From an optimization exercise on the open Yosys and OpenROAD flow, aimed at small area; shortcuts taken in it are not production practice. Where RTL was checked, it was by simulation tests only, not by an equivalence proof against the original. No functional check of the RTL was part of run 2. Power and IR drop assume default switching activity. No driver is modelled on the clock port, so clocking that relies on it looks cheaper here than on a real chip.

[flow/design.v]
`timescale 1ns/1ps
module data_memory_responder #(
    parameter int BLOCK_ADDR_WIDTH = 6,
    parameter int LATENCY          = 5
) (
    input  logic         CLK,
    input  logic         RESET,
    input  logic         MEM_READ,
    input  logic         MEM_WRITE,
    input  logic [27:0]  MEM_ADDRESS,
    input  logic [127:0] MEM_WRITEDATA,
    output logic [127:0] MEM_READDATA,
    output logic         MEM_BUSYWAIT
);
    localparam int NR12 = 5;              
    localparam int NTAP = 2 * NR12 + 1;   
    logic [2:0]   st;
    logic         op_wr;
    logic [5:0]   addr_q;
    logic [3:0]   ph;       
    logic [127:0] buf_q;    
    logic [127:0] buf_d;
    logic [127:0] buf_n;    
    logic         idle;
    logic         request;
    logic [2:0]   st_n;
    logic [3:0]   ph_n;
    assign idle    = (st == 3'd0);
    assign request = MEM_READ | MEM_WRITE;
    assign buf_n   = ~buf_q;
    logic unused_addr_bits;
    assign unused_addr_bits = ^MEM_ADDRESS[27:6];
    assign MEM_BUSYWAIT = idle ? (request & RESET) : (st != 3'd6);
    always_comb begin
        if (idle)              st_n = request ? 3'd1 : 3'd0;
        else if (st == 3'd6)   st_n = 3'd0;
        else                   st_n = st + 3'd1;
        ph_n = (ph == 4'd11) ? 4'd0 : ph + 4'd1;
    end
    logic [3:0] swp;
    always_ff @(posedge CLK or negedge RESET) begin
        if (!RESET) begin
            st  <= 3'd0;
            ph  <= 4'd0;
            swp <= 4'd0;
        end else begin
            st  <= st_n;
            ph  <= ph_n;
            swp <= (swp == 4'd15) ? 4'd15 : swp + 4'd1;
        end
    end
    always_ff @(posedge CLK) begin
        if (idle) begin
            op_wr  <= MEM_WRITE;
            addr_q <= MEM_ADDRESS[5:0];
        end
    end
    function automatic logic [2:0] ring_of(input logic [5:0] a);
        logic [5:0] q;
        q = a / 6'd12;
        ring_of = q[2:0];
    endfunction
    function automatic logic [3:0] line_of(input logic [5:0] a);
        logic [5:0] m;
        m = a % 6'd12;
        line_of = m[3:0];
    endfunction
    function automatic logic [3:0] slot12(input logic [3:0] j, input logic [3:0] p);
        logic [4:0] s;
        s = {1'b0, j} + {1'b0, p};
        slot12 = (s >= 5'd12) ? 4'(s - 5'd12) : s[3:0];
    endfunction
    logic [5:0]      rd_addr;
    logic            rd_now;
    logic [2:0]      rd_ring;
    logic [3:0]      rd_line;
    logic [3:0]      rd_slot;
    logic [NTAP-1:0] rd_sel;
    logic [NTAP-1:0] tap_v;    
    logic [127:0]    tap_d [NTAP];
    assign rd_addr = idle ? MEM_ADDRESS[5:0] : addr_q;
    assign rd_now  = idle ? (MEM_READ & ~MEM_WRITE) : (~op_wr & (st != 3'd6));
    assign rd_ring = ring_of(rd_addr);
    assign rd_line = line_of(rd_addr);
    assign rd_slot = slot12(rd_line, ph);
    for (genvar r = 0; r < NR12; r++) begin : g_rsel
        assign rd_sel[2*r]   = rd_now & (rd_ring == 3'(r)) & (rd_slot == 4'd5);
        assign rd_sel[2*r+1] = rd_now & (rd_ring == 3'(r)) & (rd_slot == 4'd11);
    end
    assign rd_sel[NTAP-1] = rd_now & (rd_ring == 3'd5) & (rd_line[1:0] + ph[1:0] == 2'd0);
    for (genvar r = 0; r < NR12; r++) begin : g_tapv
        assign tap_v[2*r]   = (swp >= 4'd12) | ~ins[2*r+1];
        assign tap_v[2*r+1] = (swp >= 4'd6);
    end
    assign tap_v[NTAP-1] = (swp != 4'd0);
    localparam int NINS = 2 * NR12 + 1;
    logic [5:0]      addr_n;
    logic            wr_n;
    logic [2:0]      wr_ring_n;
    logic [3:0]      wr_line_n;
    logic [3:0]      wr_slot_n;
    logic [NINS-1:0] ins_n;
    logic [NINS-1:0] ins;      
    logic [NINS-1:0] ins_c;    
    logic            sweep12;  
    logic            sweep4;   
    logic [2:0]      prot_cnt;   
    logic [2:0]      prot_ring;  
    logic [NR12-1:0] prot;       
    assign addr_n    = idle ? MEM_ADDRESS[5:0] : addr_q;
    assign wr_n      = (idle ? MEM_WRITE : op_wr) & (st_n != 3'd0);
    assign wr_ring_n = ring_of(addr_n);
    assign wr_line_n = line_of(addr_n);
    assign wr_slot_n = slot12(wr_line_n, ph_n);
    for (genvar r = 0; r < NR12; r++) begin : g_wsel
        assign ins_n[2*r]   = wr_n & (wr_ring_n == 3'(r)) & (wr_slot_n == 4'd11);
        assign ins_n[2*r+1] = wr_n & (wr_ring_n == 3'(r)) & (wr_slot_n == 4'd5);
    end
    assign ins_n[NINS-1] = wr_n & (wr_ring_n == 3'd5) & (wr_line_n[1:0] + ph_n[1:0] == 2'd3);
    assign sweep12 = (swp <= 4'd10);
    assign sweep4  = (swp <= 4'd2);
    logic            prot_load;
    logic [2:0]      prot_load_ring;
    always_comb begin
        prot_load      = 1'b0;
        prot_load_ring = 3'd0;
        for (int r = 0; r < NR12; r++)
            if (ins_n[2*r]) begin
                prot_load      = (swp <= 4'd4);
                prot_load_ring = 3'(r);
            end
    end
    always_ff @(posedge CLK or negedge RESET) begin
        if (!RESET)         prot_cnt <= 3'd0;
        else if (prot_load) prot_cnt <= 3'd6;
        else if (prot_cnt != 3'd0) prot_cnt <= prot_cnt - 3'd1;
    end
    always_ff @(posedge CLK) if (prot_load) prot_ring <= prot_load_ring;
    for (genvar r = 0; r < NR12; r++) begin : g_prot
        assign prot[r] = (prot_cnt == 3'd1) & (prot_ring == 3'(r));
    end
    for (genvar r = 0; r < NR12; r++) begin : g_isel
        always_ff @(posedge CLK or negedge RESET) begin
            if (!RESET) begin
                ins[2*r]     <= 1'b0;
                ins_c[2*r]   <= 1'b1;
                ins[2*r+1]   <= 1'b1;
                ins_c[2*r+1] <= 1'b1;
            end else begin
                ins[2*r]     <= ins_n[2*r];
                ins_c[2*r]   <= ~ins_n[2*r];
                ins[2*r+1]   <= ins_n[2*r+1] | (sweep12 & ~prot[r]);
                ins_c[2*r+1] <= ~ins_n[2*r+1];
            end
        end
    end
    always_ff @(posedge CLK or negedge RESET) begin
        if (!RESET) begin
            ins[NINS-1]   <= 1'b0;
            ins_c[NINS-1] <= 1'b0;
        end else begin
            ins[NINS-1]   <= ins_n[NINS-1];
            ins_c[NINS-1] <= ~ins_n[NINS-1] & ~sweep4;
        end
    end
    for (genvar r = 0; r < NR12; r++) begin : g_ring
        logic [127:0] line_q [12];
        logic [127:0] ins_a;    
        logic [127:0] ins_b;    
        assign ins_a = ~((line_q[11] | {128{ins[2*r]}}) & (buf_q | {128{ins_c[2*r]}}));
        assign ins_b = ~((line_q[5]  | {128{ins[2*r+1]}}) & (buf_n | {128{ins_c[2*r+1]}}));
        always_ff @(posedge CLK) begin
            line_q[0] <= ins_a;
            line_q[6] <= ins_b;
            for (int p = 1; p < 12; p++)
                if (p != 6) line_q[p] <= line_q[p-1];
        end
        assign tap_d[2*r]   = ins_b;
        assign tap_d[2*r+1] = line_q[11];
    end
    begin : g_ring4
        logic [127:0] line_q [4];
        always_ff @(posedge CLK) begin
            line_q[0] <= (buf_q & {128{ins[NINS-1]}}) | (line_q[3] & {128{ins_c[NINS-1]}});
            for (int p = 1; p < 4; p++) line_q[p] <= line_q[p-1];
        end
        assign tap_d[NTAP-1] = line_q[0];
    end
    logic            buf_wr;     
    logic            buf_hold;   
    logic [NTAP-1:0] buf_tap;    
    assign buf_wr   = idle & MEM_WRITE;
    assign buf_hold = ~(buf_wr | (|rd_sel));
    assign buf_tap  = rd_sel & tap_v;
    logic [127:0] buf_g [4];
    for (genvar g = 0; g < 3; g++) begin : g_buf_grp
        dmr_aoi222 u_aoi (
            .a0 (tap_d[3*g]),   .s0 (buf_tap[3*g]),
            .a1 (tap_d[3*g+1]), .s1 (buf_tap[3*g+1]),
            .a2 (tap_d[3*g+2]), .s2 (buf_tap[3*g+2]),
            .y  (buf_g[g])
        );
    end
    dmr_aoi222 u_aoi_last (
        .a0 (tap_d[9]),      .s0 (buf_tap[9]),
        .a1 (tap_d[10]),     .s1 (buf_tap[10]),
        .a2 (MEM_WRITEDATA), .s2 (buf_wr),
        .y  (buf_g[3])
    );
    dmr_nand4_ao21 u_buf_d (
        .n0 (buf_g[0]), .n1 (buf_g[1]), .n2 (buf_g[2]), .n3 (buf_g[3]),
        .q  (buf_q),    .s  (buf_hold),
        .y  (buf_d)
    );
    always_ff @(posedge CLK) buf_q <= buf_d;
    logic rd_done, rd_done_c, rd_done_n;
    assign rd_done_n = ~op_wr & (st == 3'd4);
    always_ff @(posedge CLK or negedge RESET) begin
        if (!RESET) rd_done <= 1'b0;
        else        rd_done <= rd_done_n;
    end
    always_ff @(posedge CLK) rd_done_c <= ~rd_done_n;
    logic [127:0] rd_next;
    dmr_ao22 u_rd_next (
        .a0 (buf_d),        .s0 (rd_done),
        .a1 (MEM_READDATA), .s1 (rd_done_c),
        .y  (rd_next)
    );
    always_ff @(posedge CLK or negedge RESET) begin
        if (!RESET) MEM_READDATA <= '0;
        else        MEM_READDATA <= rd_next;
    end
endmodule
module dmr_aoi222 (
    input  logic [127:0] a0,
    input  logic         s0,
    input  logic [127:0] a1,
    input  logic         s1,
    input  logic [127:0] a2,
    input  logic         s2,
    output logic [127:0] y
);
    assign y = ~((a0 & {128{s0}}) | (a1 & {128{s1}}) | (a2 & {128{s2}}));
endmodule
module dmr_nand4_ao21 (
    input  logic [127:0] n0,
    input  logic [127:0] n1,
    input  logic [127:0] n2,
    input  logic [127:0] n3,
    input  logic [127:0] q,
    input  logic         s,
    output logic [127:0] y
);
    assign y = ~(n0 & n1 & n2 & n3) | (q & {128{s}});
endmodule
module dmr_ao22 (
    input  logic [127:0] a0,
    input  logic         s0,
    input  logic [127:0] a1,
    input  logic         s1,
    output logic [127:0] y
);
    assign y = (a0 & {128{s0}}) | (a1 & {128{s1}});
endmodule
[flow/flow/run.sh]
#!/bin/bash
# Layout flow: the standard ORFS flow, with the clock tree built from
# larger sink clusters and without dummy loads, and the ports buffered with
# the smallest buffer.
set -euo pipefail
export CTS_ARGS="-sink_clustering_enable -repair_clock_nets -dont_use_dummy_load -sink_clustering_size 34 -sink_clustering_max_diameter 70 -tree_buf sky130_fd_sc_hd__clkbuf_8 -sink_clustering_buffer sky130_fd_sc_hd__clkbuf_16"
export BUFFER_PORTS_ARGS="-buffer_cell sky130_fd_sc_hd__buf_1"
bash standard.sh > standard_flow.log 2>&1
[flow/standard.sh]
#!/bin/bash
# synth_recipe.tcl (not shown) runs the flow's synth.tcl, then flattens the netlist and writes it again
# the make line also repeats each setting of config.mk as NAME=value (left out here)
make -C /OpenROAD-flow-scripts/flow DESIGN_CONFIG=/design/flow/config.mk WORK_HOME=/design/flow/orfs CLKGATE_MAP_FILE= SYNTH_SCRIPT=/design/flow/synth_recipe.tcl "${@:-finish}"
[flow/config.mk]
export PLATFORM = sky130hd
export DESIGN_NAME = data_memory_responder
export DESIGN_NICKNAME = data_memory_responder
export VERILOG_FILES = /design/flow/design.v
export SDC_FILE = /design/flow/constraint.sdc
export NUM_CORES = 8
export LEC_CHECK = 0
export CAP_MARGIN = 20
export CORE_MARGIN = 2
export CORE_UTILIZATION = 68
export PLACE_DENSITY = 0.78
export SLEW_MARGIN = 20
export SYNTH_HIERARCHICAL = 1
export SYNTH_MINIMUM_KEEP_SIZE = 0
[flow/constraint.sdc]
create_clock -name core_clock -period 10.0 [get_ports {CLK}]
set_input_delay 2.0000 -clock core_clock [delete_from_list [all_inputs] [get_ports {CLK}]]
set_output_delay 2.0000 -clock core_clock [all_outputs]
set_load 0.01 [all_outputs]
==> impl_results.md, run 1 <==
* Result of the run: no timing/DRC/antenna violations
* Number of antenna violations at the first check in global routing at 17
* Drt pass-1 iters at 13
* Worst reg2reg endpoint: MEM_READDATA[17]$_DFF_PN0_
* Number of cells traversed by the worst register-to-register path at 24
* Required @ worst endpoint at 10.86 ns
* Max-slew violation total from the final report at 0
* Number of design-rule violations left by the first detailed-router iteration at 12805
* Clock Pin Slew Worst Setup and Hold Paths at 0.11 ns
* Setup clock skew after layout at 0.08052 ns
* Leakage power at 0.08042 µW
* Cells after Synth at 11702
* Post-Syn Area per Cell at 16.53 µm²
* Die Footprint at 288700 µm²
* Setup TNS at 0 ns
* Reg-to-reg setup timing slack at 2.71 ns
* Design Area, Final at 204400 µm²
* Chip height at 537.3 µm
* Proportion of synthesized flip-flops having asynchronous set or reset at 1.942%
* Buffers inserted by post-CTS timing repair at 0
* MaxCap Viol Count at 0
* Max rail drop VDD at 0.3725 mV
* Global-route wire length before repair at 652.2 mm
* Power after layout at 69080 µW
* Total of buffers placed on input and output ports at 266
* Drt total wl at 460.7 mm
* RSZ-0062 raised after global routing: no
* Worst hold path depth at 0
* RR Startpoint: st[0]$_DFF_PN0_
* Number of endpoints with negative hold slack in the final report at 0
* Congestion Overflow GR at 0
* Count of endpoints failing setup in the final report at 0
* Clk root buf: sky130_fd_sc_hd__clkbuf_16
* Top library cells by usage in the layout, fill and taps aside: sky130_fd_sc_hd__dfxtp_1, sky130_fd_sc_hd__o22ai_1, sky130_fd_sc_hd__a222oi_1
* Kind of end point of the critical path: flip-flop
* Number of nets produced by synthesis at 11884
* H-tree depth reported by CTS at 5
* Number of synthesized flops with an enable pin at 3
* Worst-case hold path end point: g_ring[0].line_q[10][75]$_DFF_P_
* Global-route usage over all layers at 31.25%
* Yosys cell types at 70
* Minimum period implied by the final worst setup slack at 7.510 ns
* Post-synth top flop: sky130_fd_sc_hd__dfxtp_1
* TritonCTS clock tree: built
* Maximum fanout encountered on the critical timing path at 47
* Area after detailed placement at 197100 µm²
* Area growth syn-to-layout at 5.686%
* Total vias in the final route at 95336
* Number of instances resized during post-cts repair at 0
* Mean routed wirelength per cell at 29.58 µm
* Final RePlAce weighted congestion at 0.8534
* Std-Cell Core Area at 282500 µm²
* Cell area after synthesis at 193400 µm²
* Die W at 537.3 µm
* Starting density of the core at 68.46%
* TritonCTS buffer count at 292
* Most common library cell in the layout ignoring fill and taps: sky130_fd_sc_hd__dfxtp_1
* Worst min-delay path category: reg -> reg
* Pwr/cell area at 338.0 nW/µm²
* Hold buffer count at CTS at 0
* Post-route clock period utilization at 75.10%
* Sink Count at 8496
* Actual transition at the worst max-transition pin at 1.392 ns
* Worst setup path class: in -> reg
* Nature of the critical path startpoint: input port
* Fin nets at 12011
* Antenna Violating Nets Remaining at 0
* Dpl hpwl at 223.0 mm
* Vias in the first global route at 94764
* Slew Limit Headroom at 7.177%
* Worst skew pair latency at 1.02 ns
* Detailed-route vias per instance at 6.121
* Data arrival time of the worst path at 8.37 ns
* CTS max path bufs at 4
* Post-synthesis sequential element count at 8496
* Seq/Total Area, Yosys at 88.39%
* Count of synthesis-stage warnings from yosys at 22
* Worst hold start: g_ring[0].line_q[9][75]$_DFF_P_
* # IOs at 289
* Drc violations at 0
* Maximum number of pins on one net before global-route repair at 101
* Maximum frequency from static timing analysis at 133.2 MHz
* Share of final-layout standard cells stronger than drive strength 1 at 3.678%
* Number of cell rows at 195
-- worst max path at each step --
stage	to	from	depth (start not counted)
2_1_floorplan	MEM_READDATA[10]$_DFF_PN0_	MEM_ADDRESS[4]	26
3_3_place_gp	MEM_READDATA[111]$_DFF_PN0_	MEM_ADDRESS[4]	25
3_5_place_dp	MEM_READDATA[115]$_DFF_PN0_	MEM_ADDRESS[4]	25
4_1_cts	MEM_READDATA[16]$_DFF_PN0_	MEM_ADDRESS[4]	25
5_1_grt	MEM_READDATA[106]$_DFF_PN0_	MEM_ADDRESS[4]	25
6_report	MEM_READDATA[17]$_DFF_PN0_	MEM_ADDRESS[4]	25
-- final cells by class --
cell class,count,area [µm²]
antenna,4,10.01
fill,16606,78130
sequential,8496,171000
tap,3743,4683
timing repair buffer,361,2068
multi-input combinational,2528,18770
inverter,150,570.5
clock buffer,292,7262
-- power by group --
part / total [µW] / internal, µW / switching [µW]
registers: 46800 / 42900 / 3900
clock network: 14500 / 5290 / 9200
logic: 7770 / 2140 / 5630
total: 69100 / 50400 / 18700
-- per-layer routing --
layer / track usage, % / vias to the layer above / routed length [µm] / share of wire, %
li1: - / 40671 / - / -
met1: 42.69 / 46359 / 180800 / 39
met2: 46.97 / 6360 / 197800 / 43
met3: 6.744 / 1940 / 51290 / 11
met4: 17.27 / 6 / 30800 / 6.7
met5: 0 / - / 48 / 0.010
-- logic make-up (layout without fill, tap and decap cells) --
kind of cell | count (synthesis) | count (layout) | synth area share [%]
XOR/XNOR | 6 | 6 | 0.02717
AND/OR/NAND/NOR | 252 | 252 | 0.7524
flip-flops | 8496 | 8496 | 88.39
buffers and inverters | 678 | 803 | 1.960
other | 0 | 4 | 0
AO/OA/AOI/OAI | 2241 | 2241 | 8.682
adder cells (fa/ha/maj) | 22 | 22 | 0.1501
multiplexers | 7 | 7 | 0.03688
-- synthesized netlist by cell type, drive strengths merged (3+ instances only) --
| cell | instances | area, µm² |
|---|---|---|
| o21ai | 17 | 85.08 |
| nor3b | 3 | 22.52 |
| a22o | 256 | 2242 |
| xnor2 | 5 | 43.79 |
| nor2 | 17 | 63.81 |
| inv | 150 | 563.0 |
| buf | 242 | 2153 |
| nand3 | 11 | 55.05 |
| nand2b | 4 | 25.02 |
| edfxtp | 3 | 90.09 |
| clkbuf | 286 | 1074 |
| o211ai | 3 | 22.52 |
| a222oi | 512 | 5125 |
| dfstp | 15 | 394.1 |
| a211oi | 7 | 57.55 |
| nor2b | 8 | 50.05 |
| dfrtp | 150 | 3754 |
| a21o | 133 | 998.5 |
| ha | 20 | 250.2 |
| or2 | 4 | 25.03 |
| nand4 | 128 | 800.8 |
| dfxtp | 8328 | 166700 |
| nor3 | 15 | 80.08 |
| or3 | 8 | 50.05 |
| o31ai | 3 | 22.52 |
| mux2i | 6 | 60.06 |
| nand2 | 37 | 138.9 |
| a21oi | 8 | 40.04 |
| o22ai | 1281 | 8014 |
| nor4b | 4 | 35.03 |
| o41ai | 3 | 26.28 |
| or4 | 3 | 26.27 |
-- flip-flops by register name, summed over array words and instances (netlist names) --
name            count
g_ring.line_q    7680
g_ring4.line_q    512
MEM_READDATA      128
buf_q             128
ins                11
ins_c              11
addr_q              6
ph                  4
swp                 4
prot_cnt            3
prot_ring           3
st                  3
op_wr               1
rd_done             1
rd_done_c           1
-- worst max-delay path, cell delays in order --
cell,delay (ns)
sky130_fd_sc_hd__buf_1,0.16
sky130_fd_sc_hd__nor2b_1,0.29
sky130_fd_sc_hd__mux2i_1,0.15
sky130_fd_sc_hd__inv_1,0.12
sky130_fd_sc_hd__ha_1,0.20
sky130_fd_sc_hd__inv_1,0.09
sky130_fd_sc_hd__o21ai_1,0.24
sky130_fd_sc_hd__xor2_1,0.20
sky130_fd_sc_hd__ha_1,0.37
sky130_fd_sc_hd__a21oi_1,0.13
sky130_fd_sc_hd__xnor2_1,0.35
sky130_fd_sc_hd__ha_1,0.32
sky130_fd_sc_hd__a21oi_1,0.23
sky130_fd_sc_hd__nand3_1,0.15
sky130_fd_sc_hd__nor2b_1,0.16
sky130_fd_sc_hd__ha_1,0.19
sky130_fd_sc_hd__a221oi_1,0.35
sky130_fd_sc_hd__nor3_1,0.14
sky130_fd_sc_hd__o21bai_1,0.70
sky130_fd_sc_hd__a211oi_4,0.11
sky130_fd_sc_hd__buf_4,0.56
sky130_fd_sc_hd__a222oi_1,0.54
sky130_fd_sc_hd__nand4_1,0.16
sky130_fd_sc_hd__a21o_1,0.21
sky130_fd_sc_hd__a22o_1,0.22
-- per-module statistics from Yosys, one instance, submodules excluded --
module / cell area, µm² / cells
data_memory_responder: 183400 / 10596
dmr_ao22: 1440 / 156
dmr_aoi222: 1667 / 170
dmr_nand4_ao21: 1916 / 270
-- per-stage QoR --
stage	setup WS, ns	std cells	utilization (%)	hold WS [ns]
final	2.490	15574	72.35	0.2485
after global routing	2.085	15573	72.35	0.2695
after CTS	2.669	15569	72.33	0.2581
after detailed placement	1.579	15277	69.76	0.3121
after global placement	1.842	15276	69.75	0.3095
after floorplan	3.360	11702	-	0.3096
==> run 2, diff against run 1 <==
--- a/flow/design.v
+++ b/flow/design.v
@@ -16,7 +16,6 @@
     localparam int NTAP = 2 * NR12 + 1;   
     logic [2:0]   st;
     logic         op_wr;
-    logic [5:0]   addr_q;
     logic [3:0]   ph;       
     logic [127:0] buf_q;    
     logic [127:0] buf_d;
@@ -49,12 +48,6 @@
             swp <= (swp == 4'd15) ? 4'd15 : swp + 4'd1;
         end
     end
-    always_ff @(posedge CLK) begin
-        if (idle) begin
-            op_wr  <= MEM_WRITE;
-            addr_q <= MEM_ADDRESS[5:0];
-        end
-    end
     function automatic logic [2:0] ring_of(input logic [5:0] a);
         logic [5:0] q;
         q = a / 6'd12;
@@ -65,40 +58,63 @@
         m = a % 6'd12;
         line_of = m[3:0];
     endfunction
-    function automatic logic [3:0] slot12(input logic [3:0] j, input logic [3:0] p);
-        logic [4:0] s;
-        s = {1'b0, j} + {1'b0, p};
-        slot12 = (s >= 5'd12) ? 4'(s - 5'd12) : s[3:0];
-    endfunction
-    logic [5:0]      rd_addr;
-    logic            rd_now;
-    logic [2:0]      rd_ring;
-    logic [3:0]      rd_line;
-    logic [3:0]      rd_slot;
+    logic [2:0] a_ring;
+    logic [3:0] a_line;
+    logic [4:0] a_sum;
+    logic [3:0] a_slot;
+    logic [2:0] a_dist;
+    logic       a_far;
+    assign a_ring = ring_of(MEM_ADDRESS[5:0]);
+    assign a_line = line_of(MEM_ADDRESS[5:0]);
+    assign a_sum  = {1'b0, a_line} + {1'b0, ph};
+    assign a_slot = (a_sum >= 5'd12) ? 4'(a_sum - 5'd12) : a_sum[3:0];
+    always_comb begin
+        if (a_ring == 3'd5) begin
+            a_dist = {1'b0, 2'd3 - a_sum[1:0]};
+            a_far  = 1'b0;
+        end else if (a_slot <= 4'd5) begin
+            a_dist = 3'(4'd5 - a_slot);
+            a_far  = 1'b0;
+        end else begin
+            a_dist = 3'(4'd11 - a_slot);
+            a_far  = 1'b1;
+        end
+    end
+    logic [2:0] ring_q;
+    logic [2:0] dist_q;
+    logic       far_q;
+    always_ff @(posedge CLK) begin
+        if (idle) begin
+            op_wr  <= MEM_WRITE;
+            ring_q <= a_ring;
+            dist_q <= a_dist;
+            far_q  <= a_far;
+        end
+    end
+    logic [2:0] cur_ring;
+    logic [2:0] cur_dist;
+    logic       cur_far;
+    assign cur_ring = idle ? a_ring : ring_q;
+    assign cur_dist = idle ? a_dist : dist_q;
+    assign cur_far  = idle ? a_far  : far_q;
+    logic            rd_hit;
     logic [NTAP-1:0] rd_sel;
     logic [NTAP-1:0] tap_v;    
     logic [127:0]    tap_d [NTAP];
-    assign rd_addr = idle ? MEM_ADDRESS[5:0] : addr_q;
-    assign rd_now  = idle ? (MEM_READ & ~MEM_WRITE) : (~op_wr & (st != 3'd6));
-    assign rd_ring = ring_of(rd_addr);
-    assign rd_line = line_of(rd_addr);
-    assign rd_slot = slot12(rd_line, ph);
+    assign rd_hit = (idle ? (MEM_READ & ~MEM_WRITE) : ~op_wr) & (st == cur_dist);
     for (genvar r = 0; r < NR12; r++) begin : g_rsel
-        assign rd_sel[2*r]   = rd_now & (rd_ring == 3'(r)) & (rd_slot == 4'd5);
-        assign rd_sel[2*r+1] = rd_now & (rd_ring == 3'(r)) & (rd_slot == 4'd11);
-    end
-    assign rd_sel[NTAP-1] = rd_now & (rd_ring == 3'd5) & (rd_line[1:0] + ph[1:0] == 2'd0);
+        assign rd_sel[2*r]   = rd_hit & (cur_ring == 3'(r)) & ~cur_far;
+        assign rd_sel[2*r+1] = rd_hit & (cur_ring == 3'(r)) & cur_far;
+    end
+    assign rd_sel[NTAP-1] = rd_hit & (cur_ring == 3'd5);
     for (genvar r = 0; r < NR12; r++) begin : g_tapv
         assign tap_v[2*r]   = (swp >= 4'd12) | ~ins[2*r+1];
         assign tap_v[2*r+1] = (swp >= 4'd6);
     end
-    assign tap_v[NTAP-1] = (swp != 4'd0);
+    assign tap_v[NTAP-1] = (swp >= 4'd4);
     localparam int NINS = 2 * NR12 + 1;
-    logic [5:0]      addr_n;
-    logic            wr_n;
-    logic [2:0]      wr_ring_n;
-    logic [3:0]      wr_line_n;
-    logic [3:0]      wr_slot_n;
+    logic            wr_ins;     
+    logic            wr_far;     
     logic [NINS-1:0] ins_n;
     logic [NINS-1:0] ins;      
     logic [NINS-1:0] ins_c;    
@@ -107,16 +123,19 @@
     logic [2:0]      prot_cnt;   
     logic [2:0]      prot_ring;  
     logic [NR12-1:0] prot;       
-    assign addr_n    = idle ? MEM_ADDRESS[5:0] : addr_q;
-    assign wr_n      = (idle ? MEM_WRITE : op_wr) & (st_n != 3'd0);
-    assign wr_ring_n = ring_of(addr_n);
-    assign wr_line_n = line_of(addr_n);
-    assign wr_slot_n = slot12(wr_line_n, ph_n);
+    always_comb begin
+        logic [2:0] k;
+        if (cur_dist != 3'd0)        k = cur_dist;
+        else if (cur_ring == 3'd5)   k = 3'd4;
+        else                         k = 3'd6;
+        wr_ins = (idle ? MEM_WRITE : op_wr) & (st != 3'd6) & (st + 3'd1 == k);
+        wr_far = (cur_dist != 3'd0) ? cur_far : ~cur_far;
+    end
     for (genvar r = 0; r < NR12; r++) begin : g_wsel
-        assign ins_n[2*r]   = wr_n & (wr_ring_n == 3'(r)) & (wr_slot_n == 4'd11);
-        assign ins_n[2*r+1] = wr_n & (wr_ring_n == 3'(r)) & (wr_slot_n == 4'd5);
-    end
-    assign ins_n[NINS-1] = wr_n & (wr_ring_n == 3'd5) & (wr_line_n[1:0] + ph_n[1:0] == 2'd3);
+        assign ins_n[2*r]   = wr_ins & (cur_ring == 3'(r)) & wr_far;
+        assign ins_n[2*r+1] = wr_ins & (cur_ring == 3'(r)) & ~wr_far;
+    end
+    assign ins_n[NINS-1] = wr_ins & (cur_ring == 3'd5);
     assign sweep12 = (swp <= 4'd10);
     assign sweep4  = (swp <= 4'd2);
     logic            prot_load;
@@ -184,7 +203,7 @@
             line_q[0] <= (buf_q & {128{ins[NINS-1]}}) | (line_q[3] & {128{ins_c[NINS-1]}});
             for (int p = 1; p < 4; p++) line_q[p] <= line_q[p-1];
         end
-        assign tap_d[NTAP-1] = line_q[0];
+        assign tap_d[NTAP-1] = line_q[3];
     end
     logic            buf_wr;     
     logic            buf_hold;   
==> run 2 against run 1 <==
  * Synthesized cell count about the same
  * Clock power about the same
  * Utilization about the same
  * Clock skew increased by 0.022 ns
  * Sequential share of layout area about the same
  * Synthesized area about the same
  * Critical path depth decreased by 7
  * Worst setup slack improved by 0.31 ns
  * Via count about the same
  * Critical endpoint is now MEM_READDATA[25]$_DFF_PN0_
  * Largest cell class unchanged
==> impl_results.md, run 2 <==
* TritonCTS buffer count at 293
* Yosys cell types at 66
* Worst setup path class: in -> reg
* Share of Yosys cell area claimed by the top area cell type at 86.23%
* Top flop regs: g_ring.line_q x7680, g_ring4.line_q x512
* Count of endpoints failing setup in the final report at 0
* Top library cells by usage in the layout, fill and taps aside: sky130_fd_sc_hd__dfxtp_1, sky130_fd_sc_hd__o22ai_1, sky130_fd_sc_hd__a222oi_1
* Clock Pin Slew Worst Setup and Hold Paths at 0.12 ns
* Maximum cell stage delay along the critical path at 0.85 ns
* CP max stage cell: sky130_fd_sc_hd__nor2_4
* H-tree depth reported by CTS at 5
* Number of nets produced by synthesis at 11867
* Buffers inserted by post-CTS timing repair at 0
* Max-slew violation total from the final report at 0
* Buffer and inverter count on the worst path at 2
* Most common library cell in the layout ignoring fill and taps: sky130_fd_sc_hd__dfxtp_1
* Post-synth top flop: sky130_fd_sc_hd__dfxtp_1
* Number of cells traversed by the worst register-to-register path at 15
* MaxCap Viol Count at 0
* Actual transition at the worst max-transition pin at 1.179 ns
* Area used by sequential logic in the layout at 171100 µm²
* Commonest cells in the synthesized netlist: sky130_fd_sc_hd__dfxtp_1, sky130_fd_sc_hd__o22ai_1, sky130_fd_sc_hd__a222oi_1, sky130_fd_sc_hd__clkbuf_1, sky130_fd_sc_hd__a22o_1
* Count of synthesis-stage warnings from yosys at 22
* Final core utilization at 72.37%
* Nature of the critical path startpoint: input port
* Total vias in the final route at 95401
* Die Footprint at 288700 µm²
* Vias in the first global route at 94526
* Antenna Violating Nets Remaining at 0
* Std-Cell Core Area at 282500 µm²
* Worst reg2reg endpoint: MEM_READDATA[25]$_DFF_PN0_
* Post-synthesis sequential element count at 8497
* Worst skew pair latency at 1.03 ns
* Cell accounting for the most synthesized area: sky130_fd_sc_hd__dfxtp_1
* Fin nets at 11995
* Number of instances resized during post-cts repair at 0
* Kind of end point of the critical path: flip-flop
* Cell type with the highest occurrence count on the critical path: sky130_fd_sc_hd__a21o_1
* Drt total wl at 462.0 mm
* # IOs at 289
* Setup clock skew after layout at 0.1024 ns
* Final RePlAce weighted congestion at 0.8427
* Minimum period implied by the final worst setup slack at 7.204 ns
* Number of antenna violations at the first check in global routing at 11
* Max rail drop VDD at 0.2887 mV
* Worst hold path depth at 0
* Global-route wire length before repair at 654.3 mm
* CTS max path bufs at 4
* Leakage power at 0.08000 µW
* Cell area after synthesis at 193400 µm²
* Drc violations at 0
* Post-route clock period utilization at 72.04%
* Proportion of synthesized flip-flops having asynchronous set or reset at 1.942%
* CP Cell Sequence: buf_1 > mux2i_1 > nor2_1 > a21oi_1 > ha_1 > a21o_1 > nor3_4 > o31ai_2 > a311o_2 > xor2_1 > a211oi_2 > nand3_1 > nor2_4 > buf_4 > a222oi_1 > nand4_1 > a21o_1 > a22o_1
* Drt pass-1 iters at 9
* Slew Limit Headroom at 21.38%
* Congestion Overflow GR at 0
* Stages on the worst setup path at 18
* Cells after Synth at 11692
* RSZ-0062 raised after global routing: no
* Share of final-layout standard cells stronger than drive strength 1 at 3.749%
* Number of cell rows at 195
* Global-route usage over all layers at 31.35%
* Number of endpoints with negative hold slack in the final report at 0
* Starting density of the core at 68.44%
* Sink Count at 8497
* Delay-heaviest family, CP: compound AO/OA/AOI/OAI gates
* Required @ worst endpoint at 10.94 ns
* Largest register FFs at 7680
* Detailed-route vias per instance at 6.126
* Dpl hpwl at 226.7 mm
* Number of design-rule violations left by the first detailed-router iteration at 13048
* Maximum fanout encountered on the critical timing path at 35
* Hold buffer count at CTS at 0
* Number of synthesized flops with an enable pin at 3
* Reg-to-reg setup timing slack at 3.96 ns
* Pwr/cell area at 321.5 nW/µm²
* Setup TNS at 0 ns
* Filler Cells Inserted at 16629
* Cell with the most instances after synthesis: sky130_fd_sc_hd__dfxtp_1
* Post-Syn Area per Cell at 16.54 µm²
* TritonCTS clock tree: built
* Total of buffers placed on input and output ports at 266
* Maximum number of pins on one net before global-route repair at 94
* Chip height at 537.3 µm
* RR Startpoint: st[0]$_DFF_PN0_
* Worst min-delay path category: reg -> reg
* Mean routed wirelength per cell at 29.67 µm
* Ranking of synthesized cells by area: sky130_fd_sc_hd__dfxtp_1, sky130_fd_sc_hd__o22ai_1, sky130_fd_sc_hd__a222oi_1, sky130_fd_sc_hd__dfrtp_1, sky130_fd_sc_hd__a22o_1
* Register with the most flip-flops: g_ring.line_q
* Clk root buf: sky130_fd_sc_hd__clkbuf_16
* Area growth syn-to-layout at 5.735%
* Worst hold start: g_ring[2].line_q[3][72]$_DFF_P_
* Die W at 537.3 µm
* Data arrival time of the worst path at 8.14 ns
* Maximum frequency from static timing analysis at 138.8 MHz
* Worst-case hold path end point: g_ring[2].line_q[4][72]$_DFF_P_
* Footprint of the multi-input gates at 18750 µm²
* Seq/Total Area, Yosys at 88.42%
* Result of the run: no timing/DRC/antenna violations
-- run 2: power by group --
group	internal (µW)	switching, µW	total, µW
sequential	42900	3510	46400
combinational	1400	3400	4800
clock	5300	9200	14500
-- run 2: layout make-up --
type	instances	share of cell area [%]
sequential	8497	83.67
multi-input combinational	2524	9.171
clock buffer	293	3.564
tap	3743	2.291
timing repair buffer	361	1.031
inverter	143	0.2625
antenna	11	0.01346
-- run 2: stage by stage --
step / hold slack, ns / setup slack (ns) / cell area [µm²] / total power, µW / cells
after floorplan: 0.3096 / 4.286 / 193400 / 48190 / 11692
after global placement: 0.3096 / 2.250 / 197100 / 50910 / 15267
after detailed placement: 0.3121 / 1.987 / 197100 / 51490 / 15268
after CTS: 0.2393 / 3.095 / 204400 / 65590 / 15561
after global routing: 0.2382 / 2.743 / 204500 / 67720 / 15568
final: 0.2235 / 2.796 / 204500 / 65730 / 15572
-- run 2: worst reg2reg max path, delay by kind of cell, from the launching register on --
kind / cells / cell delay, ns
buffers and inverters: 2 / 0.96
and+or+nand+nor: 6 / 2.93
AOI/OAI and AO/OA: 6 / 1.45
adders and majority gates: 1 / 0.30
DFF: 1 / 0.39
-- run 2: how the worst max path moves through the flow --
stage                                             end      startpoint  slack [ns]
after floorplan           MEM_READDATA[100]$_DFF_PN0_  MEM_ADDRESS[5]        4.29
after global placement     MEM_READDATA[25]$_DFF_PN0_  MEM_ADDRESS[5]        2.25
after detailed placement   MEM_READDATA[25]$_DFF_PN0_  MEM_ADDRESS[5]        1.99
after CTS                  MEM_READDATA[25]$_DFF_PN0_  MEM_ADDRESS[5]        3.10
after global routing       MEM_READDATA[25]$_DFF_PN0_  MEM_ADDRESS[5]        2.74
final                      MEM_READDATA[25]$_DFF_PN0_  MEM_ADDRESS[5]        2.80
-- run 2: metal layers --
layer  part of all wire [%]  vias up  global-route usage [%]  routed length, µm
met5                 0.0089        -                       0                 41
met3                     11     1788                   6.775              51230
li1                       -    40654                       -                  -
met4                    6.4        6                   16.36              29590
met1                     39    46627                   43.12             180600
met2                     43     6326                   47.24             200500
-- run 2: logic make-up (layout without fill, tap and decap cells) --
kind of cell	after synthesis	after routing	share of synthesized area, %
DFF	8497	8497	88.42
AOI/OAI and AO/OA	2243	2243	8.700
buffers and inverters	671	797	1.945
and+or+nand+nor	250	250	0.7448
adders and majority gates	16	16	0.1061
xor gates and xnor gates	13	13	0.07441
muxes	2	2	0.01035
other	0	11	0
-- run 2: Yosys stat by module, one instance, submodules excluded --
module / cells / area (µm²)
dmr_aoi222: 170 / 1667
data_memory_responder: 10586 / 183300
dmr_ao22: 156 / 1440
dmr_nand4_ao21: 270 / 1916

==> separate check: timing with driven ports <==
How much do the figures lean on ideal ports? The routed layouts below were timed once more, with nothing changed but the port constraints. Step 1 sets driving cells, clkbuf_16 on the clock port and buf_2 on the other inputs (assumed; they add their load-dependent delay and slew). Step 2 moves the port delays by t, midway between the first and last clock arrival at a register: inputs arrive t later, outputs are due t later. That takes back most of the time a late clock gives input paths. Three values: no drivers, after step 1, after step 2; two values: the first two.
run	t (ns)	slack for setup (ns)	clock arrival spread, ns
run 1	1.097	2.490 / 2.440 / 1.343	0.100 / 0.101
run 2	1.092	2.796 / 2.872 / 1.780	0.125 / 0.124
After both steps setup and hold are still met in every run listed. For run 1, which loses most, drivers alone change the setup slack by -0.050 ns; drivers and shift together by -1.147 ns.
